This design comes from an exercise in tuning for small area on the open sky130 flow, not from production work. The RTL was checked by simulation tests, not by an equivalence proof against the original design. Power is estimated from default activity; no workload was simulated.

==> flow/design.v (outline; a module is shown in full before it is edited, if it fits) <==
// module cplx_mac: 1239 lines
// module acc_res: 82 lines
// module dft_bin_acc: 76 lines
module dft_bin_acc
#(
    parameter int N      = 256,
    parameter int PH_LAT = 6,
    parameter int ACC_W  = dft_pkg::ACC_W_DEF
) (
    input  logic                     CK,
    input  logic                     RST,
    input  logic                     START,
    input  logic signed [dft_pkg::PH_W-1:0]   cos0,
    input  logic signed [dft_pkg::PH_W-1:0]   sin0,
    input  logic signed [dft_pkg::PH_W-1:0]   cos1,
    input  logic signed [dft_pkg::PH_W-1:0]   sin1,
    output logic [dft_pkg::ADDR_W-1:0]        smp_addr,
    input  logic signed [dft_pkg::SMP_W-1:0]  smp_data,
    output logic signed [ACC_W-1:0]  re0,
    output logic signed [ACC_W-1:0]  im0,
    output logic signed [ACC_W-1:0]  re1,
    output logic signed [ACC_W-1:0]  im1,
    output logic                     busy,
    output logic                     done
);
  // ...
==> flow/flow/run.sh <==
#!/bin/bash
# Standard layout, with an area-oriented synthesis: the standard flow's synthesis script
# with Yosys synth's generic "abc -fast" skipped (so the hand-built adder
# cells survive to extract_fa) and the final ABC mapping done with
# flow/abc_area.script instead of ORFS's delay-oriented script. Ports get
# the smallest buffer cell; no buffers for pass-through wires from synthesis
# (the port buffers replace them); a clock tree of small buffers.
set -euo pipefail
W=$(pwd)
{
  echo 'proc synth {args} { if {[lsearch $args fine:] >= 0} { yosys synth -nofsm -noshare -noabc {*}$args } else { yosys synth -nofsm -noshare {*}$args } }'
  echo "proc abc {args} { set i [lsearch \$args -script]; if {\$i >= 0} { lset args [expr {\$i + 1}] $W/flow/abc_area.script }; yosys abc {*}\$args }"
  tail -n +2 synth_recipe.tcl
} > my_synth.tcl
sed "s#SYNTH_SCRIPT=[^ ]*#SYNTH_SCRIPT=$W/my_synth.tcl#" standard.sh > my_standard.sh
export BUFFER_PORTS_ARGS="-buffer_cell sky130_fd_sc_hd__buf_1"
export SYNTH_INSBUF=0
# Clock tree from small clock buffers, without dummy balancing loads.
export CTS_ARGS="-buf_list sky130_fd_sc_hd__clkbuf_8 -dont_use_dummy_load"
bash my_standard.sh > flow.log 2>&1
==> flow/flow/abc_area.script <==
&get -n
&st
&dch
&nf -a
&put
topo
==> flow/standard.sh <==
#!/bin/bash
# synth_recipe.tcl (not shown) runs the flow's synth.tcl, then flattens the netlist and writes it again
# the make line also repeats each setting of config.mk as NAME=value (left out here)
make -C /OpenROAD-flow-scripts/flow DESIGN_CONFIG=/design/flow/config.mk WORK_HOME=/design/flow/orfs CLKGATE_MAP_FILE= SYNTH_SCRIPT=/design/flow/synth_recipe.tcl "${@:-finish}"
==> flow/config.mk <==
export PLATFORM = sky130hd
export DESIGN_NAME = dft_bin_acc
export DESIGN_NICKNAME = dft_bin_acc
export VERILOG_FILES = /design/flow/design.v
export SDC_FILE = /design/flow/constraint.sdc
export NUM_CORES = 4
export LEC_CHECK = 0
export CAP_MARGIN = 5
export CORE_MARGIN = 2
export CORE_UTILIZATION = 75
export GPL_TIMING_DRIVEN = 0
export PLACE_DENSITY = 0.85
export SLEW_MARGIN = 5
==> flow/constraint.sdc <==
create_clock -name core_clock -period 11.0 [get_ports {CK}]
set_input_delay 2.2000 -clock core_clock [delete_from_list [all_inputs] [get_ports {CK}]]
set_output_delay 2.2000 -clock core_clock [all_outputs]
set_load 0.01 [all_outputs]
==> impl_results.md, run 1 <==
- Number of enable flip-flop cells after synthesis: 0
- Status: complete, no violations
- Port Buffer Count: between 200 and 300
- Total CTS buffers: 17
- WHS Endpoint: cnt[0]
- Buf+Inv Stages, Crit Path: 3
- N_taps: 600
- Drt drc: 0
- Simple-Gate Fraction of Synth Area: about 5.9%
- Cell taking the most area after synthesis: fa_1
- GR Util met3: between 15 and 20%
- VDD IR-drop max: 0.09319 mV
- Resize count post-CTS: 0
- Top cell type's share of synthesized area: about two fifths
- Internal power: between 2 and 3 mW
- Drt pass-1 iters: 9
- Layout Cells excl Fill: 3,907
- Sw Pwr: ~2.4 mW
- Synthesis-stage register bit count: 196
- Crit-path slowest cell: clkinv_1
- Met1 Use GR: 57.98%
- FF-to-FF End: a_re0[15]
- Synth cell count leaders: fa_1 (720), xnor2_1 (624), o22ai_1 (544)
- Post-Syn Nets: 3,953
- Synth Warn #: 1
- Largest family of logic cells by synthesized area: adder cells
- Sequential cells: between 150 and 200
- Measured slew at the worst slew-check pin: between 1000 and 1500 ps
==> inputs of run 2 (changes only) <==
--- a/flow/flow/run.sh
+++ b/flow/flow/run.sh
@@ -17,4 +17,4 @@
 export SYNTH_INSBUF=0
 # Clock tree from small clock buffers, without dummy balancing loads.
-export CTS_ARGS="-buf_list sky130_fd_sc_hd__clkbuf_8 -dont_use_dummy_load"
+export CTS_ARGS="-buf_list sky130_fd_sc_hd__clkbuf_16 -dont_use_dummy_load"
 bash my_standard.sh > flow.log 2>&1
==> run 2 against run 1 <==
Against the previous run:
- sequential power barely moved
- critical endpoint unchanged
- worst hold slack worse by 6.1 ps
- total power up 3.4%
- register-to-register slack worse by 30 ps
- flip-flop and latch count is the same
- via count increased by 0.36%
- cell area up 0.52%
- still clean on timing, DRC and antenna
- synthesized area is the same
- highest routed layer is now met5
- global-route usage up 0.49 points
- critical path depth stayed put
==> impl_results.md, run 2 <==
- RSZ-0062 raised after global routing: false (unchanged)
- Minimum clock period: 10,790 ps (was 10,660 ps)
- Arrival time worst endpoint: 11,190 ps (was 11,160 ps)
- Startpoint Class: input pin (unchanged)
- Final weighted congestion in routability-driven placement: 0.9370 (unchanged)
- Hold_buf cts: 0 (unchanged)
- Commonest non-fill, non-tap cell in the layout: fa_1 (unchanged)
- Clock transition at path regs: 70 ps (was 100 ps)
- Clock buffer depth: 2 (unchanged)
- MaxCap Viol Count: 0 (unchanged)
- Fraction of layout cells with a size suffix above 1: 3.661% (was 3.631%)
- Clock Sinks: 196 (unchanged)
- # Post-CTS Setup Buffers: 0 (unchanged)
- Syn Area/Cell: 11.74 µm² (unchanged)
- WHS: 500.0 ps (was 506.0 ps)
- Mapped cell area: 0.03463 mm² (unchanged)
- Synth Flop Type: dfrtp_1 (unchanged)
- Area delta synth->final: 9.731% (was 9.164%)
- GRT Total Usage: 47.43% (was 46.94%)
- Slew Limit Fails: 0 (unchanged)
- Gr ovfl total: 0 (unchanged)
- Nets: 4,310 (unchanged)
- Reg2Reg Setup Slack: 1140 ps (was 1170 ps)
- Hpwl dp: 73,790 µm (unchanged)
- Routed Antenna Nets: 0 (unchanged)
- Resize count post-CTS: 0 (unchanged)
- Endpoint class of the critical path: flip-flop (unchanged)
- Crit path required time: 11,400 ps (was 11,500 ps)
- Drt total wl: 109,400 µm (was 108,200 µm)
- Synthesis-stage register bit count: 196 (unchanged)
- # IOs: 296 (unchanged)
- Row count: 78 (unchanged)
- Area contributors post-synth: fa_1 (42%), xnor2_1 (16%), dfrtp_1 (14%), o22ai_1 (9.8%), ha_1 (6.9%) (unchanged)
- Depth of the CTS H-tree: 4 (unchanged)
- LEAKAGE: 17.13 nW (was 17.04 nW)
- Final setup margin: 208.8 ps (was 343.9 ps)
- Count of final setup violators: 0 (unchanged)
- Post-synthesis sequential area ratio: 14.03% (unchanged)
- Fmax achieved: 0.09267 GHz (was 0.09384 GHz)
- Port Buffer Count: 295 (unchanged)
- Synth Warn #: 1 (unchanged)
- Most frequent cells in the layout: fa_1 (720), xnor2_1 (592), o22ai_1 (544) (unchanged)
- Clock Skews: 13.84 ps (was 19.05 ps)
- Initial Util: 76.14% (unchanged)
- Worst skew pair latency: 520 ps (was 620 ps)
- Setup CP Type: input pin to flip-flop (unchanged)
- Fill count: 2,584 (was 2,625)
- Vias per Instance: 7.371 (was 7.347)
- Drt drc: 0 (unchanged)
- Pre-CTS setup slack: -215.4 ps (unchanged)
- Post-Syn Nets: 3,953 (unchanged)
- Core area: 0.04548 mm² (unchanged)
- Cell taking the most area after synthesis: fa_1 (unchanged)
- Period utilisation layout: 98.10% (was 96.87%)
- Total CTS buffers: 17 (unchanged)
- Most frequent cell after synthesis: fa_1 (unchanged)
- Iter 0 DRT Violations: 3,956 (was 3,679)
- Synth async-reset ratio: 95.41% (unchanged)
- Drt pass-1 iters: 10 (was 9)
- Die extent in x: 218.9 µm (unchanged)
- Clock Tree Root: clkbuf_16 (was clkbuf_8)
- Top cell type's share of synthesized area: 41.63% (unchanged)
- Power Density: 135.6 mW/mm² (was 131.9 mW/mm²)
- Worst reg2reg path depth: 20 (unchanged)
- Tot Pwr: 5.151 mW (was 4.984 mW)
- Status: complete, no violations (unchanged)
- Routed length per instance: 27.99 µm (was 27.68 µm)
- Syn Inst Count: 2,950 (unchanged)
- Hold Vio Cnt, Final: 0 (unchanged)
- Worst hold path class: flip-flop to flip-flop (unchanged)
- Number of enable flip-flop cells after synthesis: 0 (unchanged)
- VDD IR-drop max: 0.1043 mV (was 0.09319 mV)
- Vias: 28,810 (was 28,710)
- Unique masters post-synth: 25 (unchanged)
- Die area: 0.04790 mm² (unchanged)
- Height of the chip: 218.9 µm (unchanged)
- Wire length of the first global-routing pass: 171,600 µm (was 170,200 µm)
- Largest net degree at the start of global routing: 89 (unchanged)
- Initial antenna violation count: 1 (unchanged)
- Slew margin rel.: 5.555% (was 6.337%)
- CTS tree: yes (unchanged)
- Hold depth: 1 (unchanged)
- Vias in the first global route: 31,560 (was 31,470)
- Crit path max fanout: 19 (unchanged)
- Synth cell count leaders: fa_1 (720), xnor2_1 (624), o22ai_1 (544) (unchanged)
- Measured slew at the worst slew-check pin: 1417 ps (was 1405 ps)
run 2: changes by cell type in the layout (fill, tap and decap cells not counted), sizes merged:
cell / before / now
diode: 2 / 3
run 2: final timing paths:
check	start	endpoint
worst min-delay path	cnt[0]	cnt[0]
worst max-delay path	cos0[1]	a_re0[15]
min in group asynchronous	RST	a_re1[34]
max in group asynchronous	RST	p_im1[1]
worst min register to register	cnt[0]	cnt[0]
worst max register to register	en	a_re0[15]
run 2: power by group:
group | internal (mW) | switching [mW]
logic | 1.39 | 1.93
registers | 1.04 | 0.216
clock network | 0.269 | 0.312
run 2: layout make-up:
| class | count | area (µm²) | share of cell area [%] |
|---|---|---|---|
| clock buffer | 17 | 425.4 | 1.120 |
| timing repair buffer | 338 | 1773 | 4.666 |
| multi-input combinational | 2713 | 30010 | 78.99 |
| inverter | 41 | 158.9 | 0.4182 |
| tap | 600 | 750.7 | 1.976 |
| antenna | 3 | 7.507 | 0.01976 |
| sequential | 196 | 4867 | 12.81 |
run 2: kinds of logic after synthesis:
group | Yosys count | synth area share (%)
AO/OA/AOI/OAI | 682 | 12.43
flip-flops | 196 | 14.03
XOR/XNOR | 739 | 18.69
adder cells (fa/ha/maj) | 910 | 48.49
AND/OR/NAND/NOR | 382 | 5.901
buffers and inverters | 41 | 0.4445
run 2: per-layer routing:
layer | GRT usage (%) | share of wire, % | up-vias
li1 | - | - | 11120
met1 | 58.40 | 33 | 14300
met2 | 72.43 | 46 | 2665
met3 | 17.52 | 14 | 712
met4 | 27.36 | 6.6 | 4
met5 | 1.146 | 0.091 | -
run 2: worst max-delay path: stages:
cell,delay [ps]
buf_1,170
nand2_1,110
clkinv_1,900
ha_1,700
clkinv_1,80
fa_1,430
fa_1,470
fa_1,430
fa_1,430
fa_1,400
fa_1,450
fa_1,430
fa_1,460
fa_1,450
fa_1,460
fa_1,450
fa_1,480
fa_1,460
fa_1,450
fa_1,440
ha_1,300
run 2: through the flow:
step                setup TNS, ps  cells  util [%]  cell area, µm²
global placement          -148570   3845     80.22           36480
CTS                             0   3905     83.52           37980
global route                    0   3906     83.53           37990
floorplan                       0   2950         -           34630
finish                          0   3908     83.55           38000
detailed placement         -901.7   3888     82.58           37560
==> inputs of run 3 (changes only) <==
--- a/flow/flow/run.sh
+++ b/flow/flow/run.sh
@@ -4,6 +4,5 @@
 # cells survive to extract_fa) and the final ABC mapping done with
 # flow/abc_area.script instead of ORFS's delay-oriented script. Ports get
-# the smallest buffer cell; no buffers for pass-through wires from synthesis
-# (the port buffers replace them); a clock tree of small buffers.
+# the smallest buffer cell.
 set -euo pipefail
 W=$(pwd)
@@ -16,5 +15,3 @@
 export BUFFER_PORTS_ARGS="-buffer_cell sky130_fd_sc_hd__buf_1"
 export SYNTH_INSBUF=0
-# Clock tree from small clock buffers, without dummy balancing loads.
-export CTS_ARGS="-buf_list sky130_fd_sc_hd__clkbuf_16 -dont_use_dummy_load"
 bash my_standard.sh > flow.log 2>&1
--- a/flow/config.mk
+++ b/flow/config.mk
@@ -8,6 +8,5 @@
 export CAP_MARGIN = 5
 export CORE_MARGIN = 2
-export CORE_UTILIZATION = 75
+export CORE_UTILIZATION = 65
 export GPL_TIMING_DRIVEN = 0
-export PLACE_DENSITY = 0.85
 export SLEW_MARGIN = 5
==> run 3 against run 2 <==
Against the previous run:
- flip-flop and latch count unchanged
- non-clock buffer count rose by 12
- first-iteration DRC count fell by 23%
- total power fell by 0.64%
- global-route usage fell by 7.5 points
- largest cell class unchanged
==> impl_results.md, run 3 <==
- Fmax achieved: 0.09401 GHz (was 0.09267 GHz)
- Syn Area/Cell: 11.74 µm² (unchanged)
- Mapped cell area: 0.03463 mm² (unchanged)
- Initial Util: 65.76% (was 76.14%)
- MaxCap Viol Count: 0 (unchanged)
- Initial antenna violation count: 2 (was 1)
- Startpoint Class: input pin (unchanged)
- Drt total wl: 107,000 µm (was 109,400 µm)
- Worst reg2reg path depth: 21 (was 20)
- Post-synthesis sequential area ratio: 14.03% (unchanged)
- Gr ovfl total: 0 (unchanged)
- Tot Pwr: 5.118 mW (was 5.151 mW)
- VDD IR-drop max: 0.1494 mV (was 0.1043 mV)
- Worst hold path class: flip-flop to flip-flop (unchanged)
- Most frequent CP cell: fa_1 (unchanged)
- LEAKAGE: 17.31 nW (was 17.13 nW)
- CP endpoint: a_re1[27] (was a_re0[15])
- Top cell type's share of synthesized area: 41.63% (unchanged)
- GRT Total Usage: 39.93% (was 47.43%)
- Slew margin rel.: 5.839% (was 5.555%)
- Crit-path slowest cell: nand2_1 (was clkinv_1)
- Layout Cells excl Fill: 4,021 (was 3,908)
- Routed length per instance: 26.62 µm (was 27.99 µm)
- Worst skew pair latency: 530 ps (was 520 ps)
- Syn Inst Count: 2,950 (unchanged)
- Placed Instance Area: 0.03788 mm² (was 0.03756 mm²)
- Status: complete, no violations (unchanged)
- Crit path max fanout: 18 (was 19)
- Top delay family on crit path: adder cells (unchanged)
- Port Buffer Count: 295 (unchanged)
- Largest net degree at the start of global routing: 82 (was 89)
- Vias: 27,490 (was 28,810)
- Hold Vio Cnt, Final: 0 (unchanged)
- Minimum clock period: 10,640 ps (was 10,790 ps)
- Count of final setup violators: 0 (unchanged)
- Worst setup path start: cos1[5] (was cos0[1])
- Clock Tree Root: clkbuf_16 (unchanged)
- Buf+Inv Stages, Crit Path: 1 (was 3)
- Clock buffer depth: 2 (unchanged)
- Largest stage delay, worst path: 730 ps (was 900 ps)
- # IOs: 296 (unchanged)
- CTS tree: yes (unchanged)
- Die extent in x: 234.8 µm (was 218.9 µm)
- Nets: 4,322 (was 4,310)
- Clock transition at path regs: 90 ps (was 70 ps)
- # Post-CTS Setup Buffers: 0 (unchanged)
- Area contributors post-synth: fa_1 (42%), xnor2_1 (16%), dfrtp_1 (14%), o22ai_1 (9.8%), ha_1 (6.9%) (unchanged)
- CP Cell Sequence: buf_1, xnor2_2, nand2_1, o22ai_1, xnor2_1, fa_1, fa_1, fa_1, fa_1, fa_1, fa_1, fa_1, ha_1, fa_1, ha_1, fa_1, ha_1, fa_1, ha_1, fa_1, ha_1, fa_1 (was buf_1, nand2_1, clkinv_1, ha_1, clkinv_1, fa_1, fa_1, fa_1, fa_1, fa_1, fa_1, fa_1, fa_1, fa_1, fa_1, fa_1, fa_1, fa_1, fa_1, fa_1, ha_1)
- Drt pass-1 iters: 8 (was 10)
- Clock Skews: 13.71 ps (was 13.84 ps)
- WP depth: 22 (was 21)
- Most frequent cell after synthesis: fa_1 (unchanged)
- Iter 0 DRT Violations: 3,027 (was 3,956)
- Vias in the first global route: 30,330 (was 31,560)
- Endpoint class of the critical path: flip-flop (unchanged)
- Slew Limit Fails: 0 (unchanged)
- Depth of the CTS H-tree: 4 (unchanged)
- RR Startpoint: en (unchanged)
- Design Area, Final: 0.03847 mm² (was 0.03800 mm²)
- Synth Warn #: 1 (unchanged)
- Crit path required time: 11,410 ps (was 11,400 ps)
- Resize count post-CTS: 0 (unchanged)
- Hold_buf cts: 0 (unchanged)
- Synth async-reset ratio: 95.41% (unchanged)
- Wire length of the first global-routing pass: 170,300 µm (was 171,600 µm)
- Placed instance count: 3,987 (was 3,888)
- Number of enable flip-flop cells after synthesis: 0 (unchanged)
- Cell taking the most area after synthesis: fa_1 (unchanged)
- Synth cell count leaders: fa_1 (720), xnor2_1 (624), o22ai_1 (544) (unchanged)
- Row count: 84 (was 78)
- Reg2Reg Setup Slack: 1220 ps (was 1140 ps)
- Period utilisation layout: 96.70% (was 98.10%)
- Most frequent cells in the layout: fa_1 (720), xnor2_1 (592), o22ai_1 (544) (unchanged)
- Area delta synth->final: 11.12% (was 9.731%)
- FF-to-FF End: a_im1[15] (was a_re0[15])
- Final setup margin: 362.8 ps (was 208.8 ps)
- Unique masters post-synth: 25 (unchanged)
- Synthesis-stage register bit count: 196 (unchanged)
- Setup CP Type: input pin to flip-flop (unchanged)
- RSZ-0062 raised after global routing: false (unchanged)
- Measured slew at the worst slew-check pin: 1412 ps (was 1417 ps)
- Fraction of layout cells with a size suffix above 1: 4.352% (was 3.661%)
- Drt drc: 0 (unchanged)
- Clock Sinks: 196 (unchanged)
- Routed Antenna Nets: 0 (unchanged)
- Total CTS buffers: 17 (unchanged)
- Synth Flop Type: dfrtp_1 (unchanged)
- Arrival time worst endpoint: 11,040 ps (was 11,190 ps)
- Height of the chip: 234.8 µm (was 218.9 µm)
- Power Density: 133.0 mW/mm² (was 135.6 mW/mm²)
- Post-Syn Nets: 3,953 (unchanged)
- Final weighted congestion in routability-driven placement: 0.9104 (was 0.9370)
- Die area: 0.05513 mm² (was 0.04790 mm²)
- Core area: 0.05266 mm² (was 0.04548 mm²)
- Commonest non-fill, non-tap cell in the layout: fa_1 (unchanged)
- Hpwl dp: 74,010 µm (was 73,790 µm)
- Vias per Instance: 6.836 (was 7.371)
- Pre-CTS setup slack: -161.7 ps (was -215.4 ps)
[run 3: cell counts after synthesis]
Identical to the previous run, type by type.
[run 3: cell type report]
type	instances	area, µm²
multi-input cells	2713	30000
fillers	3819	14180
flip-flops and latches	196	4867
repair buffers	350	2016
well taps	688	860.8
clock buffers	18	429.2
inverters	41	158.9
clock inverters	14	137.6
diodes	1	2.502
[run 3: worst min path at each step]
stage               endpoint  cells past startpoint    from  slack (ps)
floorplan             cnt[0]                      1  cnt[0]         480
global placement      cnt[0]                      1  cnt[0]         460
detailed placement        en                      1  cnt[8]         480
CTS                       en                      1  cnt[8]         490
global route              en                      1  cnt[8]         550
finish                cnt[0]                      1  cnt[0]         500
[run 3: worst register-to-register path: stages (launching register included)]
cell,delay [ps]
dfrtp_4,740
buf_16,330
nand2b_1,240
clkinv_1,740
ha_1,640
clkinv_1,80
fa_1,420
fa_1,460
fa_1,430
fa_1,440
fa_1,420
fa_1,430
fa_1,430
fa_1,430
fa_1,450
fa_1,440
fa_1,430
fa_1,440
fa_1,430
fa_1,500
fa_1,470
ha_1,290
[run 3: per-stage QoR]
stage | hold WS (ps) | util, % | setup TNS [ps]
after floorplan | 480.4 | - | 0
after global placement | 463.0 | 69.50 | -170770
after detailed placement | 484.8 | 71.93 | -505.7
after CTS | 490.6 | 73.01 | 0
after global routing | 553.7 | 73.07 | 0
final | 497.3 | 73.07 | 0
[run 3: kinds of logic (layout without fill, tap and decap cells)]
family,after synthesis,in the layout,share of synthesized area (%)
xor gates and xnor gates,739,739,18.69
adders and majority gates,910,910,48.49
AOI/OAI and AO/OA,682,682,12.43
buffers and inverters,41,423,0.4445
and+or+nand+nor,382,382,5.901
other,0,1,0
DFF,196,196,14.03
[run 3: layer usage]
layer | GRT usage [%] | share of wire, % | vias up
met5 | 0 | 0 | -
li1 | - | - | 11160
met4 | 17.53 | 4.2 | 0
met3 | 10.24 | 11 | 358
met1 | 53.07 | 37 | 14130
met2 | 62.55 | 48 | 1834
[run 3: power by group]
part	internal (mW)	leakage, nW	switching (mW)
registers	1.04	2.34	0.201
clock network	0.301	0.278	0.369
logic	1.36	14.7	1.85
total	2.70	17.3	2.42
==> module dft_bin_acc, before the edit <==
module dft_bin_acc
#(
    parameter int N      = 256,
    parameter int PH_LAT = 6,
    parameter int ACC_W  = dft_pkg::ACC_W_DEF
) (
    input  logic                     CK,
    input  logic                     RST,
    input  logic                     START,
    input  logic signed [dft_pkg::PH_W-1:0]   cos0,
    input  logic signed [dft_pkg::PH_W-1:0]   sin0,
    input  logic signed [dft_pkg::PH_W-1:0]   cos1,
    input  logic signed [dft_pkg::PH_W-1:0]   sin1,
    output logic [dft_pkg::ADDR_W-1:0]        smp_addr,
    input  logic signed [dft_pkg::SMP_W-1:0]  smp_data,
    output logic signed [ACC_W-1:0]  re0,
    output logic signed [ACC_W-1:0]  im0,
    output logic signed [ACC_W-1:0]  re1,
    output logic signed [ACC_W-1:0]  im1,
    output logic                     busy,
    output logic                     done
);
    localparam int AW = dft_pkg::AW;
    localparam int NC = dft_pkg::NC;
    logic [8:0] cnt;
    logic       busy_r;
    logic       last;
    logic       en;       
    logic       first;    
    always_ff @(posedge CK) begin
        if (START) cnt <= 9'd508;
        else       cnt <= cnt + 9'd1;
    end
    assign last = cnt[8] & ~cnt[7] & cnt[0];
    always_ff @(posedge CK or posedge RST) begin
        if (RST) begin
            busy_r <= 1'b0;
            en     <= 1'b0;
            first  <= 1'b0;
        end else begin
            busy_r <= START | (busy_r & ~last);
            en     <= ~START & busy_r & ~cnt[8];
            first  <= ~START & busy_r & (cnt == 9'd0);
        end
    end
    assign busy     = busy_r;
    assign done     = busy_r & last & ~START;
    assign smp_addr = cnt;
    logic [17:0] xg;
    assign xg = smp_data & {18{en}};
    logic [AW-1:0] a_re0, a_im0, a_re1, a_im1;
    logic [AW-1:0] n_re0, n_im0, n_re1, n_im1;
    logic [NC-1:0] p_re0, p_im0, p_re1, p_im1;
    logic [NC-1:0] q_re0, q_im0, q_re1, q_im1;
    logic [AW-1:0] fbm;       
    logic [NC-1:0] pcm;
    assign fbm = {AW{~first}};
    assign pcm = {NC{~first}};
    cplx_mac #(.NEG(1'b0)) u_re0 (.x(xg), .c(cos0), .en(en), .fb((a_re0 & fbm) | (dft_pkg::FB_INIT & ~fbm)), .pc_in(p_re0 & pcm), .acc_nxt(n_re0), .pc_out(q_re0));
    cplx_mac #(.NEG(1'b1)) u_im0 (.x(xg), .c(sin0), .en(en), .fb((a_im0 & fbm) | (dft_pkg::FB_INIT & ~fbm)), .pc_in(p_im0 & pcm), .acc_nxt(n_im0), .pc_out(q_im0));
    cplx_mac #(.NEG(1'b0)) u_re1 (.x(xg), .c(cos1), .en(en), .fb((a_re1 & fbm) | (dft_pkg::FB_INIT & ~fbm)), .pc_in(p_re1 & pcm), .acc_nxt(n_re1), .pc_out(q_re1));
    cplx_mac #(.NEG(1'b1)) u_im1 (.x(xg), .c(sin1), .en(en), .fb((a_im1 & fbm) | (dft_pkg::FB_INIT & ~fbm)), .pc_in(p_im1 & pcm), .acc_nxt(n_im1), .pc_out(q_im1));
    always_ff @(posedge CK or posedge RST) begin
        if (RST) begin
            a_re0 <= '0; a_im0 <= '0; a_re1 <= '0; a_im1 <= '0;
            p_re0 <= '0; p_im0 <= '0; p_re1 <= '0; p_im1 <= '0;
        end else begin
            a_re0 <= n_re0; a_im0 <= n_im0; a_re1 <= n_re1; a_im1 <= n_im1;
            p_re0 <= q_re0; p_im0 <= q_im0; p_re1 <= q_re1; p_im1 <= q_im1;
        end
    end
    acc_res u_o_re0 (.r(a_re0), .pc(p_re0), .y(re0));
    acc_res u_o_im0 (.r(a_im0), .pc(p_im0), .y(im0));
    acc_res u_o_re1 (.r(a_re1), .pc(p_re1), .y(re1));
    acc_res u_o_im1 (.r(a_im1), .pc(p_im1), .y(im1));
endmodule
==> inputs of run 4 (changes only) <==
--- a/flow/design.v
+++ b/flow/design.v
@@ -1359,7 +1359,8 @@
     logic       en;       
     logic       first;    
-    always_ff @(posedge CK) begin
-        if (START) cnt <= 9'd508;
-        else       cnt <= cnt + 9'd1;
+    always_ff @(posedge CK or posedge RST) begin
+        if (RST)        cnt <= '0;
+        else if (START) cnt <= 9'd508;
+        else            cnt <= cnt + 9'd1;
     end
     assign last = cnt[8] & ~cnt[7] & cnt[0];
--- a/flow/flow/run.sh
+++ b/flow/flow/run.sh
@@ -4,5 +4,6 @@
 # cells survive to extract_fa) and the final ABC mapping done with
 # flow/abc_area.script instead of ORFS's delay-oriented script. Ports get
-# the smallest buffer cell.
+# the smallest buffer cell; no buffers for pass-through wires from synthesis
+# (the port buffers replace them); a clock tree without dummy loads.
 set -euo pipefail
 W=$(pwd)
@@ -15,3 +16,5 @@
 export BUFFER_PORTS_ARGS="-buffer_cell sky130_fd_sc_hd__buf_1"
 export SYNTH_INSBUF=0
+# Clock tree from small clock buffers, without dummy balancing loads.
+export CTS_ARGS="-sink_clustering_enable -repair_clock_nets -buf_list sky130_fd_sc_hd__clkbuf_16 -dont_use_dummy_load"
 bash my_standard.sh > flow.log 2>&1
--- a/flow/config.mk
+++ b/flow/config.mk
@@ -10,3 +10,4 @@
 export CORE_UTILIZATION = 65
 export GPL_TIMING_DRIVEN = 0
+export SETUP_SLACK_MARGIN = 0.2
 export SLEW_MARGIN = 5
==> run 4 against run 3 <==
Against the previous run:
- still clean on timing, DRC and antenna
- total power decreased by 1.4%
- register-to-register slack improved by 100 ps
- worst hold slack improved by 18 ps
- critical path type unchanged
- largest power group unchanged
- highest routed layer unchanged
==> impl_results.md, run 4 <==
- Largest stage delay, worst path: 740 ps (was 730 ps)
- Mapped cell area: 0.03469 mm² (was 0.03463 mm²)
- Die extent in x: 235.0 µm (was 234.8 µm)
- Resize count post-CTS: 0 (unchanged)
- Pre-CTS setup slack: -332.0 ps (was -161.7 ps)
- Unique masters post-synth: 26 (was 25)
- Startpoint Class: input pin (unchanged)
- Wire length of the first global-routing pass: 171,000 µm (was 170,300 µm)
- Synth async-reset ratio: 100.0% (was 95.41%)
- Clock buffer depth: 2 (unchanged)
- Final setup margin: 315.6 ps (was 362.8 ps)
- Switching part of the total: 47.14% (was 47.31%)
- Port Buffer Count: 295 (unchanged)
- GRT Total Usage: 40.09% (was 39.93%)
- Worst skew pair latency: 540 ps (was 530 ps)
- Fill count: 3,783 (was 3,819)
- Minimum clock period: 10,680 ps (was 10,640 ps)
- Row count: 84 (unchanged)
- Nets: 4,322 (unchanged)
- Fraction of layout cells with a size suffix above 1: 3.949% (was 4.352%)
- Vias per Instance: 6.867 (was 6.836)
- Hpwl dp: 74,450 µm (was 74,010 µm)
- Power Density: 131.6 mW/mm² (was 133.0 mW/mm²)
- Internal power: 2.669 mW (was 2.697 mW)
- Slew Limit Fails: 0 (unchanged)
- Most frequent CP cell: fa_1 (unchanged)
- Routed length per instance: 26.95 µm (was 26.62 µm)
- Endpoint class of the critical path: flip-flop (unchanged)
- MaxCap Viol Count: 0 (unchanged)
- Clk pwr share: 11.6% (was 13.1%)
- Worst hold path class: flip-flop to flip-flop (unchanged)
- Post-layout util: 72.84% (was 73.07%)
- Synth cell count leaders: fa_1 (720), xnor2_1 (660), o22ai_1 (544) (was fa_1 (720), xnor2_1 (624), o22ai_1 (544))
- Sequential share of power: 24.7% (was 24.2%)
- Height of the chip: 235.0 µm (was 234.8 µm)
- Fmax achieved: 0.09359 GHz (was 0.09401 GHz)
- Placed Instance Area: 0.03789 mm² (was 0.03788 mm²)
- Area delta synth->final: 10.57% (was 11.12%)
- Top delay family on crit path: adder cells (unchanged)
- Hold Vio Cnt, Final: 0 (unchanged)
- Buf+Inv Stages, Crit Path: 1 (unchanged)
- Crit path max fanout: 18 (unchanged)
- Vias: 27,510 (was 27,490)
- Die area: 0.05523 mm² (was 0.05513 mm²)
- Drt drc: 0 (unchanged)
- Slew margin rel.: 5.353% (was 5.839%)
- Total CTS buffers: 17 (unchanged)
- Largest net degree at the start of global routing: 81 (was 82)
- Initial antenna violation count: 1 (was 2)
- Measured slew at the worst slew-check pin: 1420 ps (was 1412 ps)
- Depth of the CTS H-tree: 4 (unchanged)
- Core area: 0.05266 mm² (unchanged)
- LEAKAGE: 16.97 nW (was 17.31 nW)
- Setup CP Type: input pin to flip-flop (unchanged)
- Sw Pwr: 2.380 mW (was 2.421 mW)
- Post-Syn Nets: 3,959 (was 3,953)
- Synthesis-stage register bit count: 196 (unchanged)
- # IOs: 296 (unchanged)
- Status: complete, no violations (unchanged)
- Hold_buf cts: 0 (unchanged)
- Count of final setup violators: 0 (unchanged)
- Top cell type's share of synthesized area: 41.55% (was 41.63%)
- Clock Sinks: 196 (unchanged)
- Most frequent cells in the layout: fa_1 (720), xnor2_1 (628), o22ai_1 (544) (was fa_1 (720), xnor2_1 (592), o22ai_1 (544))
- Tot Pwr: 5.048 mW (was 5.118 mW)
- Routed Antenna Nets: 0 (unchanged)
- Cell taking the most area after synthesis: fa_1 (unchanged)
- Syn Inst Count: 2,956 (was 2,950)
- CTS tree: yes (unchanged)
- VDD IR-drop max: 0.1555 mV (was 0.1494 mV)
- Synth Warn #: 1 (unchanged)
- Drt total wl: 108,000 µm (was 107,000 µm)
- Period utilisation layout: 97.13% (was 96.70%)
- Number of enable flip-flop cells after synthesis: 0 (unchanged)
- Most frequent cell after synthesis: fa_1 (unchanged)
- Iter 0 DRT Violations: 3,040 (was 3,027)
- Gr ovfl total: 0 (unchanged)
- Final weighted congestion in routability-driven placement: 0.9094 (was 0.9104)
- Design Area, Final: 0.03835 mm² (was 0.03847 mm²)
- Syn Area/Cell: 11.73 µm² (was 11.74 µm²)
- Initial Util: 65.88% (was 65.76%)
- RSZ-0062 raised after global routing: true (was false)
- Clock Tree Root: clkbuf_16 (unchanged)
- Crit-path slowest cell: nand2_1 (unchanged)
- Crit path required time: 11,400 ps (was 11,410 ps)
- Post-synthesis sequential area ratio: 14.14% (was 14.03%)
- Area contributors post-synth: fa_1 (42%), xnor2_1 (17%), dfrtp_1 (14%), o22ai_1 (9.8%), ha_1 (6.9%) (was fa_1 (42%), xnor2_1 (16%), dfrtp_1 (14%), o22ai_1 (9.8%), ha_1 (6.9%))
- Drt pass-1 iters: 6 (was 8)
- Clock Skews: 33.34 ps (was 13.71 ps)
- Clock transition at path regs: 80 ps (was 90 ps)
- Vias in the first global route: 29,990 (was 30,330)
- Arrival time worst endpoint: 11,090 ps (was 11,040 ps)
- Combinational share of power: 63.6% (was 62.7%)
- CP Cell Sequence: buf_1, xnor2_2, nand2_1, o22ai_1, xor2_1, fa_1, fa_1, fa_1, fa_1, fa_1, fa_1, fa_1, ha_1, fa_1, ha_1, fa_1, ha_1, fa_1, ha_1, fa_1, ha_1, fa_1 (was buf_1, xnor2_2, nand2_1, o22ai_1, xnor2_1, fa_1, fa_1, fa_1, fa_1, fa_1, fa_1, fa_1, ha_1, fa_1, ha_1, fa_1, ha_1, fa_1, ha_1, fa_1, ha_1, fa_1)
- Synth Flop Type: dfrtp_1 (unchanged)
- Commonest non-fill, non-tap cell in the layout: fa_1 (unchanged)
- # Post-CTS Setup Buffers: 0 (unchanged)
[run 4: cell types whose count changed after synthesis, sizes merged, moves of 9 or more]
cell,change
dfrtp,+9
xnor2,+36
dfxtp,-9
xor2,-38
[run 4: path summary, 6_finish.rpt]
kind,cells after the start,from,slack [ps],endpoint
worst max-delay path,22,sin0[7],320,a_im0[27]
worst min-delay path,2,busy_r,520,busy_r
worst max register to register,21,en,1320,a_im0[27]
worst min register to register,2,busy_r,520,busy_r
max in group asynchronous,3,RST,8460,a_im1[4]
min in group asynchronous,2,RST,1690,a_im0[34]
[run 4: cell families after synthesis]
| kind of cell | count (synthesis) | share of synthesized area [%] |
|---|---|---|
| adders and majority gates | 910 | 48.41 |
| xor gates and xnor gates | 737 | 18.61 |
| AOI/OAI and AO/OA | 685 | 12.45 |
| and+or+nand+nor | 385 | 5.934 |
| DFF | 196 | 14.14 |
| buffers and inverters | 43 | 0.4653 |
[run 4: power groups by stage]
stage / clock network, mW / logic (mW) / registers, mW
2_1_floorplan: 0 / 2.18 / 1.23
3_3_place_gp: 0 / 3.00 / 1.25
3_5_place_dp: 0 / 3.18 / 1.25
4_1_cts: 0.599 / 3.23 / 1.24
5_1_grt: 0.617 / 3.62 / 1.28
6_report: 0.587 / 3.21 / 1.25
[run 4: stage by stage]
step	hold WS (ps)	TNS [ps]	instances
finish	515.6	0	4006
global route	563.1	0	4006
CTS	517.7	0	4005
detailed placement	493.7	-1641	3988
global placement	485.4	-194060	3939
floorplan	520.6	0	2956
[run 4: cell type report]
class	count	area (µm²)	area share [%]
multi-input cells	2717	30050	78.35
flip-flops and latches	196	4912	12.81
repair buffers	344	1932	5.037
well taps	688	860.8	2.244
clock buffers	17	425.4	1.109
inverters	43	170.2	0.4437
diodes	1	2.502	0.006524
[run 4: worst reg2reg max path: cells and delay by family (launching register included)]
family | cells | cell delay [ps]
adder cells (fa/ha/maj) | 17 | 6800
AND/OR/NAND/NOR | 1 | 800
AO/OA/AOI/OAI | 1 | 240
flip-flops | 1 | 890
XOR/XNOR | 1 | 480
buffers and inverters | 1 | 350
[run 4: metal layers]
layer  GRT usage (%)  wire, µm  up-vias
met5               0         0        -
met4           18.05      4665        0
met3           11.75     12670      346
met2           61.34     50360     1969
met1           53.42     40280    14050
li1                -         -    11150
==> inputs of run 5 (changes only) <==
--- a/flow/config.mk
+++ b/flow/config.mk
@@ -8,6 +8,7 @@
 export CAP_MARGIN = 5
 export CORE_MARGIN = 2
-export CORE_UTILIZATION = 65
+export CORE_UTILIZATION = 75
 export GPL_TIMING_DRIVEN = 0
+export PLACE_DENSITY = 0.85
 export SETUP_SLACK_MARGIN = 0.2
 export SLEW_MARGIN = 5
==> run 5 against run 4 <==
Against the previous run:
- routed wire length grew 1.6%
- flip-flop and latch count unchanged
- cell area fell by 0.76%
- clock skew shrank 12 ps
- critical path depth up 1
- critical path type unchanged
- largest cell class unchanged
==> impl_results.md, run 5 <==
- Crit-path slowest cell: nand2_1 (unchanged)
- Synth async-reset ratio: 100.0% (unchanged)
- Drt drc: 0 (unchanged)
- Placed instance count: 3,893 (was 3,988)
- Routed Antenna Nets: 0 (unchanged)
- Drt total wl: 109,700 µm (was 108,000 µm)
- Minimum clock period: 10,640 ps (was 10,680 ps)
- WL met2: 50,610 µm (was 50,360 µm)
- Height of the chip: 219.1 µm (was 235.0 µm)
- Post-Syn Nets: 3,959 (unchanged)
- Setup Total Neg Slack: 0 ps (unchanged)
- Placed Instance Area: 0.03759 mm² (was 0.03789 mm²)
- Clock Skews: 21.64 ps (was 33.34 ps)
- Routed length per instance: 28.04 µm (was 26.95 µm)
- Final weighted congestion in routability-driven placement: 0.9336 (was 0.9094)
- Uppermost layer routed: met4 (unchanged)
- VDD IR-drop max: 0.1253 mV (was 0.1555 mV)
- Slew margin rel.: 11.18% (was 5.353%)
- Depth of the CTS H-tree: 4 (unchanged)
- Crit path required time: 11,460 ps (was 11,400 ps)
- Mapped cell area: 0.03469 mm² (unchanged)
- Row count: 78 (was 84)
- Iter 0 DRT Violations: 4,010 (was 3,040)
- CP Cell Sequence: buf_1, xnor2_4, buf_6, nand2_1, o22ai_1, xor2_1, fa_1, fa_1, fa_1, fa_1, fa_1, fa_1, fa_1, ha_1, fa_1, ha_1, fa_1, ha_1, fa_1, ha_1, fa_1, ha_1, fa_1 (was buf_1, xnor2_2, nand2_1, o22ai_1, xor2_1, fa_1, fa_1, fa_1, fa_1, fa_1, fa_1, fa_1, ha_1, fa_1, ha_1, fa_1, ha_1, fa_1, ha_1, fa_1, ha_1, fa_1)
- Final setup margin: 362.7 ps (was 315.6 ps)
- Top delay family on crit path: adder cells (unchanged)
- Synth cell count leaders: fa_1 (720), xnor2_1 (660), o22ai_1 (544) (unchanged)
- Worst hold path class: flip-flop to flip-flop (unchanged)
- Vias per Instance: 7.393 (was 6.867)
- Drt pass-1 iters: 10 (was 6)
- Commonest non-fill, non-tap cell in the layout: fa_1 (unchanged)
- Hold_buf cts: 0 (unchanged)
- Largest net degree at the start of global routing: 91 (was 81)
- WHS: 516.2 ps (was 515.6 ps)
- # IOs: 296 (unchanged)
- Post-synthesis sequential area ratio: 14.14% (unchanged)
- Syn Area/Cell: 11.73 µm² (unchanged)
- Clock Sinks: 196 (unchanged)
- Syn Inst Count: 2,956 (unchanged)
- Slew Limit Fails: 0 (unchanged)
- Status: complete, no violations (unchanged)
- Pre-CTS setup slack: -292.2 ps (was -332.0 ps)
- Buf+Inv Stages, Crit Path: 2 (was 1)
- Wire length of the first global-routing pass: 171,000 µm (about the same)
- Most frequent cells in the layout: fa_1 (720), xnor2_1 (628), o22ai_1 (544) (unchanged)
- MaxCap Viol Count: 0 (unchanged)
- Area delta synth->final: 9.732% (was 10.57%)
- Most frequent cell after synthesis: fa_1 (unchanged)
- Number of enable flip-flop cells after synthesis: 0 (unchanged)
- Port Buffer Count: 295 (unchanged)
- Fraction of layout cells with a size suffix above 1: 3.776% (was 3.949%)
- Nets: 4,315 (was 4,322)
- Routed length on met3: 15,540 µm (was 12,670 µm)
- Measured slew at the worst slew-check pin: 1332 ps (was 1420 ps)
- Period utilisation layout: 96.70% (was 97.13%)
- Initial Util: 76.27% (was 65.88%)
- Setup CP Type: input pin to flip-flop (unchanged)
- CTS tree: yes (unchanged)
- Total CTS buffers: 17 (unchanged)
- Vias in the first global route: 31,440 (was 29,990)
- Area contributors post-synth: fa_1 (42%), xnor2_1 (17%), dfrtp_1 (14%), o22ai_1 (9.8%), ha_1 (6.9%) (unchanged)
- Synth Flop Type: dfrtp_1 (unchanged)
- Crit path max fanout: 18 (unchanged)
- Endpoint class of the critical path: flip-flop (unchanged)
- Hold Vio Cnt, Final: 0 (unchanged)
- Cell taking the most area after synthesis: fa_1 (unchanged)
- Startpoint Class: input pin (unchanged)
- Fill count: 2,550 (was 3,783)
- Worst skew pair latency: 530 ps (was 540 ps)
- Arrival time worst endpoint: 11,100 ps (was 11,090 ps)
- Clock buffer depth: 2 (unchanged)
- Top cell type's share of synthesized area: 41.55% (unchanged)
- Die area: 0.04799 mm² (was 0.05523 mm²)
- Metal-1 WL: 36,580 µm (was 40,280 µm)
- Synth Warn #: 1 (unchanged)
- Largest stage delay, worst path: 600 ps (was 740 ps)
- Most frequent CP cell: fa_1 (unchanged)
- Vias: 28,910 (was 27,510)
- Initial antenna violation count: 0 (was 1)
- Layout Cells excl Fill: 3,911 (was 4,006)
- Design Area, Final: 0.03806 mm² (was 0.03835 mm²)
- Synthesis-stage register bit count: 196 (unchanged)
- Core area: 0.04548 mm² (was 0.05266 mm²)
- Reg area: 0.004912 mm² (unchanged)
- LEAKAGE: 16.88 nW (was 16.97 nW)
- Unique masters post-synth: 26 (unchanged)
- Count of final setup violators: 0 (unchanged)
- RSZ-0062 raised after global routing: false (was true)
- Fmax achieved: 0.09401 GHz (was 0.09359 GHz)
- GRT Total Usage: 47.40% (was 40.09%)
- Clock transition at path regs: 70 ps (was 80 ps)
- Multi-input logic area: 0.03005 mm² (about the same)
- Power Density: 134.7 mW/mm² (was 131.6 mW/mm²)
- Hpwl dp: 74,570 µm (was 74,450 µm)
- Die extent in x: 219.1 µm (was 235.0 µm)
- Clock Tree Root: clkbuf_16 (unchanged)
- Gr ovfl total: 0 (unchanged)
-- run 5: changes by cell type in the layout (fill, tap and decap cells not counted), sizes merged --
cell / delta
clkinv: -1
clkinvlp: +1
buf: -7
-- run 5: timing repair --
item,4_1_cts,5_1_grt
setup buffers,0,0
setup endpoints to repair,0,7
gates resized for setup,0,9
-- run 5: power breakdown --
part           internal (mW)  total (mW)  switching (mW)
clock network          0.268       0.578           0.309
registers               1.04        1.25           0.212
logic                   1.38        3.30            1.92
total                   2.69        5.13            2.44
-- run 5: stage by stage --
| step | power (mW) | utilization (%) |
|---|---|---|
| final | 5.129 | 83.70 |
| after floorplan | 3.413 | - |
| after global routing | 5.556 | 83.69 |
| after global placement | 4.188 | 80.36 |
| after CTS | 5.082 | 83.58 |
| after detailed placement | 4.459 | 82.65 |
-- run 5: layer usage --
metal | up-vias | GRT usage (%)
met3 | 693 | 17.19
met1 | 14300 | 58.89
li1 | 11120 | -
met2 | 2806 | 72.07
met4 | 0 | 27.66
met5 | - | 0.1042
-- run 5: cells by family (layout without fill, tap and decap cells) --
group / Yosys count / count (layout) / share of synthesized area (%)
xor gates and xnor gates: 737 / 737 / 18.61
AOI/OAI and AO/OA: 685 / 685 / 12.45
DFF: 196 / 196 / 14.14
and+or+nand+nor: 385 / 385 / 5.934
other: 0 / 1 / 0
adders and majority gates: 910 / 910 / 48.41
buffers and inverters: 43 / 397 / 0.4653
-- run 5: final timing paths --
path	startpoint	end	slack, ps	cells past startpoint
setup / recovery	sin0[3]	a_im0[27]	360	23
hold reg to reg	cnt[8]	en	520	1
max in group asynchronous	RST	a_im1[3]	8540	3
setup reg to reg	en	a_re0[27]	1220	21
hold / removal	cnt[8]	en	520	1
min in group asynchronous	RST	a_re0[27]	1640	2
-- run 5: area by class of cell --
cell class / count / share of cell area [%]
Antenna cell: 1 / 0.006574
Clock buffer: 17 / 1.118
Inverter: 43 / 0.4569
Multi-Input combinational cell: 2717 / 78.95
Sequential cell: 196 / 12.91
Tap cell: 600 / 1.972
Timing Repair Buffer: 337 / 4.589
==> inputs of run 6 (changes only) <==
--- a/flow/flow/run.sh
+++ b/flow/flow/run.sh
@@ -17,4 +17,4 @@
 export SYNTH_INSBUF=0
 # Clock tree from small clock buffers, without dummy balancing loads.
-export CTS_ARGS="-sink_clustering_enable -repair_clock_nets -buf_list sky130_fd_sc_hd__clkbuf_16 -dont_use_dummy_load"
+export CTS_ARGS='-sink_clustering_enable -repair_clock_nets -root_buf sky130_fd_sc_hd__clkbuf_16 -sink_clustering_size 10 -buf_list sky130_fd_sc_hd__clkbuf_8 -dont_use_dummy_load'
 bash my_standard.sh > flow.log 2>&1
==> run 6 against run 5 <==
Against the previous run:
- still clean on timing, DRC and antenna
- sequential power hardly changed
- sequential share of layout area increased by 0.060 points
- non-clock buffer count unchanged
- flip-flop and latch count unchanged
- synthesized cell count stayed put
- combinational power about the same
- cell count about the same
- critical endpoint is now a_re0[27]
==> impl_results.md, run 6 <==
- Status: complete, no violations (unchanged)
- Unique masters post-synth: 26 (unchanged)
- Nets: 4,315 (unchanged)
- Wire length of the first global-routing pass: 170,100 µm (was 171,000 µm)
- Syn Inst Count: 2,956 (unchanged)
- Reg2Reg Setup Slack: 1190 ps (was 1220 ps)
- Top delay family on crit path: adder cells (unchanged)
- Startpoint Class: input pin (unchanged)
- Post-synthesis sequential area ratio: 14.14% (unchanged)
- Arrival time worst endpoint: 10,940 ps (was 11,100 ps)
- Slew Limit Fails: 0 (unchanged)
- Largest net degree at the start of global routing: 91 (unchanged)
- VDD IR-drop max: 0.1169 mV (was 0.1253 mV)
- MaxCap Viol Count: 0 (unchanged)
- Clk pwr share: 8.9% (was 11.3%)
- Crit path required time: 11,360 ps (was 11,460 ps)
- Synth Warn #: 1 (unchanged)
- Sequential share of power: 25.0% (was 24.4%)
- Initial Util: 76.27% (unchanged)
- Minimum clock period: 10,570 ps (was 10,640 ps)
- Clock Sinks: 196 (unchanged)
- Slew margin rel.: 9.230% (was 11.18%)
- Sw Pwr: 2.416 mW (was 2.439 mW)
- Final weighted congestion in routability-driven placement: 0.9336 (unchanged)
- Depth of the CTS H-tree: 4 (unchanged)
- Fill count: 2,595 (was 2,550)
- Vias in the first global route: 31,250 (was 31,440)
- GRT Total Usage: 47.23% (was 47.40%)
- Clock buffer depth: 2 (unchanged)
- Synthesis-stage register bit count: 196 (unchanged)
- Vias: 28,860 (was 28,910)
- Setup CP Type: input pin to flip-flop (unchanged)
- Hpwl dp: 74,570 µm (unchanged)
- Synth Flop Type: dfrtp_1 (unchanged)
- Internal power: 2.565 mW (was 2.690 mW)
- LEAKAGE: 16.80 nW (was 16.88 nW)
- Worst hold path class: flip-flop to flip-flop (unchanged)
- Drt pass-1 iters: 10 (unchanged)
- Port Buffer Count: 295 (unchanged)
- Most frequent cell after synthesis: fa_1 (unchanged)
- CTS tree: yes (unchanged)
- Most frequent CP cell: fa_1 (unchanged)
- Top cell type's share of synthesized area: 41.55% (unchanged)
- # IOs: 296 (unchanged)
- Measured slew at the worst slew-check pin: 1362 ps (was 1332 ps)
- Hold Vio Cnt, Final: 0 (unchanged)
- Mapped cell area: 0.03469 mm² (unchanged)
- Period utilisation layout: 96.13% (was 96.70%)
- Reg area: 0.004912 mm² (unchanged)
- Endpoint class of the critical path: flip-flop (unchanged)
- Fraction of layout cells with a size suffix above 1: 3.807% (was 3.776%)
- Switching part of the total: 48.51% (was 47.55%)
- RSZ-0062 raised after global routing: true (was false)
- Commonest non-fill, non-tap cell in the layout: fa_1 (unchanged)
- Core area: 0.04548 mm² (unchanged)
- Vias per Instance: 7.377 (was 7.393)
- Area delta synth->final: 9.227% (was 9.732%)
- Crit path max fanout: 18 (unchanged)
- Combinational share of power: 66.1% (was 64.4%)
- Clock Tree Root: clkbuf_16 (unchanged)
- Crit-path slowest cell: nand2_1 (unchanged)
- Largest stage delay, worst path: 620 ps (was 600 ps)
- Iter 0 DRT Violations: 4,015 (was 4,010)
- Clock Skews: 36.19 ps (was 21.64 ps)
- Die extent in x: 219.1 µm (unchanged)
- Row count: 78 (unchanged)
- Routed Antenna Nets: 0 (unchanged)
- Worst skew pair latency: 500 ps (was 530 ps)
- Syn Area/Cell: 11.73 µm² (unchanged)
- Multi-input logic area: 0.03006 mm² (was 0.03005 mm²)
- Drt drc: 0 (unchanged)
- Most frequent cells in the layout: fa_1 (720), xnor2_1 (628), o22ai_1 (544) (unchanged)
- WHS: 523.5 ps (was 516.2 ps)
- Synth async-reset ratio: 100.0% (unchanged)
- Number of enable flip-flop cells after synthesis: 0 (unchanged)
- Total CTS buffers: 17 (unchanged)
- CP Cell Sequence: buf_1, xnor2_2, nand2_1, o22ai_1, xnor2_1, fa_1, fa_1, fa_1, fa_1, fa_1, fa_1, fa_1, ha_1, fa_1, ha_1, fa_1, ha_1, fa_1, ha_1, fa_1, ha_1, fa_1 (was buf_1, xnor2_4, buf_6, nand2_1, o22ai_1, xor2_1, fa_1, fa_1, fa_1, fa_1, fa_1, fa_1, fa_1, ha_1, fa_1, ha_1, fa_1, ha_1, fa_1, ha_1, fa_1, ha_1, fa_1)
- Buf+Inv Stages, Crit Path: 1 (was 2)
- Count of final setup violators: 0 (unchanged)
- Clock transition at path regs: 100 ps (was 70 ps)
- Height of the chip: 219.1 µm (unchanged)
- Fmax achieved: 0.09457 GHz (was 0.09401 GHz)
- Cell taking the most area after synthesis: fa_1 (unchanged)
- Drt total wl: 109,100 µm (was 109,700 µm)
- Die area: 0.04799 mm² (unchanged)
- Post-layout util: 83.31% (was 83.70%)
- Gr ovfl total: 0 (unchanged)
- Area contributors post-synth: fa_1 (42%), xnor2_1 (17%), dfrtp_1 (14%), o22ai_1 (9.8%), ha_1 (6.9%) (unchanged)
- Tot Pwr: 4.981 mW (was 5.129 mW)
- Post-Syn Nets: 3,959 (unchanged)
- Power Density: 131.5 mW/mm² (was 134.7 mW/mm²)
- Routed length per instance: 27.89 µm (was 28.04 µm)
- Initial antenna violation count: 1 (was 0)
- Synth cell count leaders: fa_1 (720), xnor2_1 (660), o22ai_1 (544) (unchanged)
-- run 6: cell counts after synthesis --
No cell type changed its count.
-- run 6: per-stage QoR --
| step | std cells | setup WS, ps | instance area [µm²] | setup TNS (ps) |
|---|---|---|---|---|
| after detailed placement | 3893 | -292.2 | 37590 | -1781 |
| after global routing | 3910 | 186.0 | 37880 | 0 |
| after floorplan | 2956 | 438.9 | 34690 | 0 |
| after CTS | 3910 | 202.1 | 37830 | 0 |
| final | 3912 | 425.9 | 37890 | 0 |
| after global placement | 3851 | -2833 | 36550 | -152950 |
-- run 6: kinds of logic after synthesis --
family | after synthesis | share of synthesized area, %
flops | 196 | 14.14
fa+ha+maj | 910 | 48.41
simple gates | 385 | 5.934
buf+inv | 43 | 0.4653
compound gates | 685 | 12.45
xor+xnor | 737 | 18.61
-- run 6: final cells by class --
| type | instances | share of cell area [%] |
|---|---|---|
| diodes | 2 | 0.01321 |
| clock buffers | 17 | 0.6472 |
| inverters | 43 | 0.4590 |
| multi-input cells | 2717 | 79.32 |
| flip-flops and latches | 196 | 12.96 |
| well taps | 600 | 1.981 |
| repair buffers | 337 | 4.610 |
-- run 6: path summary, 6_finish.rpt --
check                         from   endpoint  cells after the start
hold / removal              cnt[8]         en                      1
max in group asynchronous      RST   a_im1[3]                      3
hold reg to reg             cnt[8]         en                      1
min in group asynchronous      RST  a_re0[25]                      2
setup reg to reg                en  a_re0[27]                     21
setup / recovery           cos0[3]  a_re0[27]                     22
-- run 6: power groups by stage --
stage               sequential [mW]  combinational, mW  clock (mW)
global route                   1.28               3.67       0.470
detailed placement             1.24               3.22           0
floorplan                      1.23               2.18           0
CTS                            1.23               3.26       0.445
global placement               1.23               2.95           0
finish                         1.25               3.29       0.441
-- run 6: layer usage --
layer | vias up | wire (µm) | global-route usage, % | part of all wire, %
met3 | 682 | 15360 | 17.75 | 14
met2 | 2812 | 50160 | 71.14 | 46
met1 | 14240 | 36630 | 59.06 | 34
li1 | 11120 | - | - | -
met5 | - | 0 | 0 | 0
met4 | 0 | 6963 | 27.05 | 6.4
-- run 6: what timing repair did --
| action | in CTS | in global routing |
|---|---|---|
| endpoints found under the setup margin | 0 | 8 |
| resized for setup | 0 | 10 |
| hold buffers | 0 | 0 |
| setup buffers | 0 | 0 |
==> inputs of run 7 (changes only) <==
--- a/flow/flow/run.sh
+++ b/flow/flow/run.sh
@@ -5,5 +5,5 @@
 # flow/abc_area.script instead of ORFS's delay-oriented script. Ports get
 # the smallest buffer cell; no buffers for pass-through wires from synthesis
-# (the port buffers replace them); a clock tree without dummy loads.
+# (the port buffers replace them); a clock tree of clkbuf_8 leaves under a clkbuf_16 root, without dummy loads.
 set -euo pipefail
 W=$(pwd)
==> run 7 against run 6 <==
Against the previous run:
- register-to-register slack about the same
- routed wire length unchanged
- first-iteration DRC count unchanged
- largest cell class unchanged
==> impl_results.md, run 7 <==
- Status: complete, no violations (unchanged)
- CTS tree: yes (unchanged)
- Area contributors post-synth: fa_1 (42%), xnor2_1 (17%), dfrtp_1 (14%), o22ai_1 (9.8%), ha_1 (6.9%) (unchanged)
- Mapped cell area: 0.03469 mm² (unchanged)
- Vias: 28,860 (unchanged)
- Gr busiest metal: met2 (unchanged)
- MaxCap Viol Count: 0 (unchanged)
- Measured slew at the worst slew-check pin: 1362 ps (unchanged)
- Worst skew pair latency: 500 ps (about the same)
- Minimum clock period: 10,570 ps (unchanged)
- Gr ovfl total: 0 (unchanged)
- Slew margin rel.: 9.230% (unchanged)
- Fmax achieved: 0.09457 GHz (unchanged)
- Area delta synth->final: 9.227% (unchanged)
- Wire length of the first global-routing pass: 170,100 µm (unchanged)
- Die area: 0.04799 mm² (unchanged)
- Met1 Use GR: 59.06% (unchanged)
- GRT Total Usage: 47.23% (unchanged)
- Port Buffer Count: 295 (unchanged)
- Routed length per instance: 27.89 µm (unchanged)
- VDD IR-drop max: 0.1169 mV (unchanged)
- Commonest non-fill, non-tap cell in the layout: fa_1 (unchanged)
- Power Density: 131.5 mW/mm² (unchanged)
- Drt total wl: 109,100 µm (unchanged)
- Core area: 0.04548 mm² (unchanged)
- Drt drc: 0 (unchanged)
- Setup CP Type: input pin to flip-flop (unchanged)
- Sequential share of power: 25.0% (about the same)
- Hold path start: cnt[8] (unchanged)
- Iter 0 DRT Violations: 4,015 (unchanged)
- Routed Antenna Nets: 0 (unchanged)
- Clock Skews: 36.19 ps (unchanged)
- Height of the chip: 219.1 µm (unchanged)
- Die extent in x: 219.1 µm (unchanged)
- Row count: 78 (unchanged)
- Fill count: 2,595 (unchanged)
- M2 GR Usage: 71.14% (unchanged)
- Synth async-reset ratio: 100.0% (unchanged)
- # IOs: 296 (unchanged)
- Synth Warn #: 1 (unchanged)
- Final weighted congestion in routability-driven placement: 0.9336 (unchanged)
- Top cell type's share of synthesized area: 41.55% (unchanged)
- Worst hold path class: flip-flop to flip-flop (unchanged)
- Period utilisation layout: 96.13% (unchanged)
- Cell taking the most area after synthesis: fa_1 (unchanged)
- Vias in the first global route: 31,250 (unchanged)
- Arrival time worst endpoint: 10,940 ps (about the same)
- Drt pass-1 iters: 10 (unchanged)
- Hold depth: 1 (unchanged)
- RR Startpoint: en (unchanged)
- Syn Inst Count: 2,956 (unchanged)
- Clock Sinks: 196 (unchanged)
- Hpwl dp: 74,570 µm (unchanged)
- Combinational share of power: 66.1% (about the same)
- Synth Flop Type: dfrtp_1 (unchanged)
- Endpoint class of the critical path: flip-flop (unchanged)
- Nets: 4,315 (unchanged)
- Internal power: 2.565 mW (unchanged)
- Synth cell count leaders: fa_1 (720), xnor2_1 (660), o22ai_1 (544) (unchanged)
- Slew Limit Fails: 0 (unchanged)
- # Post-CTS Setup Buffers: 0 (unchanged)
- Syn Area/Cell: 11.73 µm² (unchanged)
- Fraction of layout cells with a size suffix above 1: 3.807% (unchanged)
- Most frequent cells in the layout: fa_1 (720), xnor2_1 (628), o22ai_1 (544) (unchanged)
- Depth of the CTS H-tree: 4 (unchanged)
- Crit path max fanout: 18 (unchanged)
- Largest net degree at the start of global routing: 91 (unchanged)
- Hold Vio Cnt, Final: 0 (unchanged)
- Number of enable flip-flop cells after synthesis: 0 (unchanged)
- Initial antenna violation count: 1 (unchanged)
- Most frequent cell after synthesis: fa_1 (unchanged)
- Vias per Instance: 7.377 (unchanged)
- Post-synthesis sequential area ratio: 14.14% (unchanged)
- Hold_buf cts: 0 (unchanged)
- Total CTS buffers: 17 (unchanged)
- Post-Syn Nets: 3,959 (unchanged)
- Crit path required time: 11,360 ps (about the same)
- Worst reg2reg path depth: 21 (unchanged)
- Count of final setup violators: 0 (unchanged)
- Worst setup path start: cos0[3] (unchanged)
- Clock buffer depth: 2 (unchanged)
- Placed Instance Area: 0.03759 mm² (unchanged)
- Clock Tree Root: clkbuf_16 (unchanged)
- Initial Util: 76.27% (unchanged)
- Unique masters post-synth: 26 (unchanged)
- LEAKAGE: 16.80 nW (unchanged)
- Setup Total Neg Slack: 0 ps (unchanged)
- Synthesis-stage register bit count: 196 (unchanged)
- Sw Pwr: 2.416 mW (unchanged)
- Clk pwr share: 8.9% (about the same)
- Clock transition at path regs: 100 ps (about the same)
- Startpoint Class: input pin (unchanged)
- GR Util met3: 17.75% (unchanged)
- RSZ-0062 raised after global routing: true (unchanged)
- Design Area, Final: 0.03789 mm² (unchanged)
- Switching part of the total: 48.51% (unchanged)
run 7: cell counts after synthesis:
Identical to the previous run, type by type.
run 7: area by class of cell:
cell class              count  area (µm²)  share of cell area (%)
diodes                      2       5.005                 0.01321
inverters                  43       173.9                  0.4590
repair buffers            337        1747                   4.610
clock buffers              17       245.2                  0.6472
flip-flops and latches    196        4912                   12.96
multi-input cells        2717       30060                   79.32
well taps                 600       750.7                   1.981
run 7: worst max-delay path, cell delays in order:
cell and delay, ps:
buf_1 220, xnor2_2 470, nand2_1 620, o22ai_1 380
xnor2_1 140, fa_1 490, fa_1 530, fa_1 480
fa_1 500, fa_1 470, fa_1 440, fa_1 470
ha_1 230, fa_1 430, ha_1 230, fa_1 460
ha_1 240, fa_1 470, ha_1 260, fa_1 450
ha_1 240, fa_1 500
run 7: cell families (layout without fill, tap and decap cells):
logic type	count (synthesis)	count (layout)	synth area share (%)
other cells	0	2	0
fa+ha+maj	910	910	48.41
flops	196	196	14.14
buf+inv	43	397	0.4653
simple gates	385	385	5.934
xor+xnor	737	737	18.61
compound gates	685	685	12.45
run 7: power groups by stage:
stage | Sequential, mW | Clock, mW | Combinational, mW
4_1_cts | 1.23 | 0.445 | 3.26
2_1_floorplan | 1.23 | 0 | 2.18
6_report | 1.25 | 0.441 | 3.29
5_1_grt | 1.28 | 0.470 | 3.67
3_3_place_gp | 1.23 | 0 | 2.95
3_5_place_dp | 1.24 | 0 | 3.22
run 7: what timing repair did:
action	CTS	global route
setup endpoints to repair	0	8
hold endpoints to repair	0	0
gates resized for setup	0	10
run 7: stage by stage:
stage / utilization [%] / std cells / hold slack (ps) / setup slack [ps] / power [mW]
2_1_floorplan: - / 2956 / 520.6 / 438.9 / 3.413
3_3_place_gp: 80.36 / 3851 / 500.1 / -2833 / 4.188
3_5_place_dp: 82.65 / 3893 / 494.4 / -292.2 / 4.459
4_1_cts: 83.18 / 3910 / 513.8 / 202.1 / 4.938
5_1_grt: 83.30 / 3910 / 542.0 / 186.0 / 5.417
6_report: 83.31 / 3912 / 523.5 / 425.9 / 4.981
run 7: layer usage:
layer / vias to the layer above / part of all wire [%]
li1: 11120 / -
met1: 14240 / 34
met2: 2812 / 46
met3: 682 / 14
met4: 0 / 6.4
met5: - / 0
run 7: path summary, 6_finish.rpt:
check | slack [ps] | end
min in group asynchronous | 1660 | a_re0[25]
worst max-delay path | 430 | a_re0[27]
worst min register to register | 520 | en
worst min-delay path | 520 | en
worst max register to register | 1190 | a_re0[27]
max in group asynchronous | 8510 | a_im1[3]

[afterwards: timing with drivers on the ports]
How much do the figures lean on ideal ports? The routed layouts below were timed once more, with nothing changed but the port constraints.
Step 1 (the two cells are an assumption about what drives the block):
set clk [get_ports {CK}]
set_driving_cell -lib_cell sky130_fd_sc_hd__clkbuf_16 $clk
set_driving_cell -lib_cell sky130_fd_sc_hd__buf_2 [delete_from_list [all_inputs] $clk]
Step 2 times the ports against the registers' clock, not the clock port: input delays grow and output delays shrink by t, the midpoint of the rising clock arrivals with the driver on.
Three values: no drivers, after step 1, after step 2; two values: the first two.
| run | t, ns | setup slack, ns | hold slack, ns |
|---|---|---|---|
| run 1 | 0.669 | 0.344 / 0.382 / -0.287 | 0.506 / 0.506 / 0.506 |
| run 2 | 0.577 | 0.209 / 0.252 / -0.324 | 0.500 / 0.500 / 0.500 |
| run 3 | 0.589 | 0.363 / 0.398 / -0.192 | 0.497 / 0.497 / 0.497 |
| run 4 | 0.586 | 0.316 / 0.358 / -0.228 | 0.516 / 0.516 / 0.516 |
| run 5 | 0.585 | 0.363 / 0.388 / -0.197 | 0.516 / 0.516 / 0.516 |
| run 6 | 0.546 | 0.426 / 0.467 / -0.079 | 0.524 / 0.524 / 0.524 |
| run 7 | 0.546 | 0.426 / 0.467 / -0.079 | 0.524 / 0.524 / 0.524 |
With both steps, setup timing fails in every run listed, where it was met with ideal ports. The setup slack of run 1, which loses most, moves by +0.038 ns with the drivers and by -0.631 ns with both steps.
